From an optimization exercise on the open Yosys and OpenROAD flow, aimed at small area; shortcuts taken in it are not production practice.
Function was checked by simulation only, so behaviour that the tests miss may differ from the original.
Power and IR drop assume default switching activity.

Setup of run 1:
// job_distributor
module job_distributor (
    input  logic             clk,
    input  logic             rst_n,
    input  logic [4*16-1:0]  fthread_config,
    input  logic             fthread_config_valid,
    input  logic [4*16-1:0]  job_config,
    input  logic             job_config_valid,
    input  logic [3:0]       job_queue_valid,
    input  logic [4*128-1:0] job_queue_data,
    output logic [3:0]       job_queue_ready,
    input  logic [57:0]      ws_base_addr,
    input  logic             ws_base_addr_valid,
    output logic [4*140-1:0] fthread_job,
    output logic [3:0]       fthread_job_valid,
    input  logic [3:0]       fthread_done
);
Size in the first run: about 1,600 cells after synthesis, about 300 flip-flops, ~1,300 I/O pins, about 0.018 mm2 of cells after synthesis.
==> flow/config.mk <==
export PLATFORM = sky130hd
export DESIGN_NAME = job_distributor
export DESIGN_NICKNAME = job_distributor
export VERILOG_FILES = /design/flow/design.v
export SDC_FILE = /design/flow/constraint.sdc
export NUM_CORES = 4
export LEC_CHECK = 0
export CAP_MARGIN = 20
export CORE_AREA = 5 5 185 185
export DIE_AREA = 0 0 190 190
export SLEW_MARGIN = 20
==> flow/constraint.sdc <==
create_clock -name core_clock -period 5.0 [get_ports {clk}]
set_input_delay 1.0000 -clock core_clock [delete_from_list [all_inputs] [get_ports {clk}]]
set_output_delay 1.0000 -clock core_clock [all_outputs]
set_load 0.01 [all_outputs]
standard.sh (not shown) runs the stock make flow with config.mk's settings and CLKGATE_MAP_FILE= SYNTH_SCRIPT=/design/flow/synth_recipe.tcl, a recipe that flattens the netlist after the stock synthesis.
==> flow/flow/run.sh <==
#!/bin/bash
# Standard ORFS layout with two changes: port buffers use the smallest
# buffer cell, and CTS inserts no dummy loads. Each tool's output goes to a
# log in the work folder (ORFS also keeps its per-step logs under orfs/logs).
set -euo pipefail
export BUFFER_PORTS_ARGS="-buffer_cell sky130_fd_sc_hd__buf_1"
export CTS_ARGS="-sink_clustering_enable -repair_clock_nets -dont_use_dummy_load -buf_list sky130_fd_sc_hd__clkbuf_4 -sink_clustering_size 8 -sink_clustering_max_diameter 40"
export PLACE_PINS_ARGS="-min_distance 1 -min_distance_in_tracks"
bash standard.sh > standard.log 2>&1
Inputs modified between run 1 and run 2:
==> flow/flow/run.sh <==
#!/bin/bash
# Standard ORFS layout with two changes: port buffers use the smallest
# buffer cell, and CTS inserts no dummy loads. Each tool's output goes to a
# log in the work folder (ORFS also keeps its per-step logs under orfs/logs).
set -euo pipefail
export BUFFER_PORTS_ARGS="-buffer_cell sky130_fd_sc_hd__buf_1"
export CTS_ARGS="-sink_clustering_enable -repair_clock_nets -dont_use_dummy_load -buf_list sky130_fd_sc_hd__clkbuf_4 -sink_clustering_size 10 -sink_clustering_max_diameter 40"
export PLACE_PINS_ARGS="-min_distance 1 -min_distance_in_tracks"
export RECOVER_POWER=100
bash standard.sh > standard.log 2>&1
[summary]
- In run 2 the implementation completed, yet the final layout does not meet the checks, the culprit being max-capacitance violations, max-slew violations.
- Delta (run 2 minus run 1): sequential share of cell area rose 0.20 points, ratio of routed vias to standard cells rose about 0.32%, clock network fraction of total power fell 0.5 points, total power fell 0.079 mW, power share of the sequential group rose 0.2 points.
- Delta (run 2 minus run 1): routed length on met1 about even, insertion delay of the later-clocked pin in the worst-skew pair fell 90 ps.
- Comparing the two runs side by side, run 2 comes out ahead of run 1 on final worst hold slack.
- Between run 2 and run 1, the detailed-route via count figures differ only marginally.
- On global-route usage over all layers, run 1 and run 2 are basically level.


job_distributor again, from the RTL that the note above started with.
clock: 5.0 ns
lec_check: 0
cap_margin: 20
core_area: 5 5 205 205
die_area: 0 0 210 210
slew_margin: 20
==> flow/flow/run.sh <==
#!/bin/bash
# Standard ORFS layout with two changes: port buffers use the smallest
# buffer cell, and CTS inserts no dummy loads. Each tool's output goes to a
# log in the work folder (ORFS also keeps its per-step logs under orfs/logs).
set -euo pipefail
export BUFFER_PORTS_ARGS="-buffer_cell sky130_fd_sc_hd__buf_1"
export CTS_ARGS="-sink_clustering_enable -repair_clock_nets -dont_use_dummy_load -buf_list sky130_fd_sc_hd__clkbuf_8 -sink_clustering_size 16 -sink_clustering_max_diameter 50"
export PLACE_PINS_ARGS="-min_distance 1 -min_distance_in_tracks"
bash standard.sh > standard.log 2>&1
Change:
==> flow/flow/run.sh (replaced) <==
#!/bin/bash
# Standard ORFS layout with two changes: port buffers use the smallest
# buffer cell, and CTS inserts no dummy loads. Each tool's output goes to a
# log in the work folder (ORFS also keeps its per-step logs under orfs/logs).
set -euo pipefail
export BUFFER_PORTS_ARGS="-buffer_cell sky130_fd_sc_hd__buf_1"
export CTS_ARGS="-sink_clustering_enable -repair_clock_nets -dont_use_dummy_load -buf_list sky130_fd_sc_hd__clkbuf_4 -sink_clustering_size 10 -sink_clustering_max_diameter 40"
export PLACE_PINS_ARGS="-min_distance 1 -min_distance_in_tracks"
bash standard.sh > standard.log 2>&1
--- a/flow/config.mk
+++ b/flow/config.mk
@@ -6,6 +6,6 @@
 export NUM_CORES = 4
 export LEC_CHECK = 0
-export CAP_MARGIN = 20
-export CORE_AREA = 5 5 205 205
-export DIE_AREA = 0 0 210 210
-export SLEW_MARGIN = 20
+export CAP_MARGIN = 5
+export CORE_AREA = 5 5 185 185
+export DIE_AREA = 0 0 190 190
+export SLEW_MARGIN = 5
What happened:
- sequential share of layout area climbs by 0.65 points
- synthesized area stays the same
- wire length drops by 2.5%
- core utilization climbs by 10 points
- setup slack degrades by 0.15 ns
- hold slack degrades by 0.016 ns
- sequential power hardly moves
- clock-buffer cell count climbs by 3
- non-clock buffer count climbs by 2
Change:
--- a/flow/config.mk
+++ b/flow/config.mk
@@ -6,6 +6,8 @@
 export NUM_CORES = 4
 export LEC_CHECK = 0
-export CAP_MARGIN = 5
+export CAP_MARGIN = 20
 export CORE_AREA = 5 5 185 185
 export DIE_AREA = 0 0 190 190
-export SLEW_MARGIN = 5
+export GPL_ROUTABILITY_DRIVEN = 0
+export GPL_TIMING_DRIVEN = 0
+export SLEW_MARGIN = 20
Flip-flop and latch count is unchanged.
Combinational power came out higher by 46%.
Power came out higher by about 23%.
Worst hold slack gets better by 0.016 ns.
Count of clock-buffer cells in the layout came out higher by 2.
Worst setup slack gets worse by 0.50 ns.
Synthesized cell count stays the same.
Wire length came out higher by about 17%.
Area after synthesis stays the same.
Change:
==> flow/flow/run.sh (replaced) <==
#!/bin/bash
# The standard ORFS layout (standard.sh, standard synthesis unchanged)
# with these layout choices:
#  - every port still gets its own buffer, but the smallest one (buf_1);
#  - pins may sit one routing track apart, so a small die fits all ports;
set -euo pipefail
export BUFFER_PORTS_ARGS="-buffer_cell sky130_fd_sc_hd__buf_1"
export PLACE_PINS_ARGS="-min_distance 1 -min_distance_in_tracks"
export CTS_ARGS="-sink_clustering_enable -repair_clock_nets -dont_use_dummy_load -buf_list sky130_fd_sc_hd__clkbuf_4 -sink_clustering_size 8 -sink_clustering_max_diameter 40"
bash standard.sh > standard.log 2>&1
--- a/flow/config.mk
+++ b/flow/config.mk
@@ -9,5 +9,3 @@
 export CORE_AREA = 5 5 185 185
 export DIE_AREA = 0 0 190 190
-export GPL_ROUTABILITY_DRIVEN = 0
-export GPL_TIMING_DRIVEN = 0
 export SLEW_MARGIN = 20
=>
- maximum frequency rises by roughly a tenth
- global-route usage falls by 6.4 points
- power falls by about a fifth
- synthesized area is unchanged
- routed wire length falls by about a fifth
- via count falls by about a fifth
- core utilization falls by 11 points
- flip-flop and latch count stays the same

afterwards: timing with drivers on the ports:
Ports are ideal in the flow. The routed layouts listed here were re-timed in OpenROAD.
Step 1: set_driving_cell puts a clkbuf_16 on clk and a buf_2 on each other input, an assumption about the parent block.
Step 2 moves the port delays by t, midway between the first and last clock arrival at a register: inputs arrive t later, outputs are due t later. That takes back most of the time a late clock gives input paths.
a / b / c = no drivers / after step 1 / after step 2; a / b = the first two.
run | shift t [ns] | setup WS [ns] | worst hold slack (ns) | slew at the worst register clock pin (ns) | worst slew at a driven data input, ns
run 1 | 0.701 | 0.593 / 0.540 / 0.387 | 0.425 / 0.405 / 0.490 | 0.10 / 0.10 | 0.19
run 2 | 0.671 | 0.501 / 0.450 / 0.477 | 0.469 / 0.448 / 0.489 | 0.12 / 0.12 | 0.18
the first run of note 2 | 0.588 | 0.811 / 0.760 / 0.508 | 0.488 / 0.488 / 0.488 | 0.09 / 0.09 | 0.17
the second run of note 2 | 0.664 | 0.657 / 0.620 / 0.474 | 0.472 / 0.454 / 0.489 | 0.12 / 0.12 | 0.18
the third run of note 2 | 0.680 | 0.157 / 0.157 / 0.157 | 0.488 / 0.467 / 0.496 | 0.12 / 0.12 | 0.22
the fourth run of note 2 | 0.701 | 0.593 / 0.540 / 0.387 | 0.425 / 0.405 / 0.490 | 0.10 / 0.10 | 0.19
The setup slack of the first run of note 2, which loses most, moves by -0.051 ns with the drivers and by -0.303 ns with both steps.
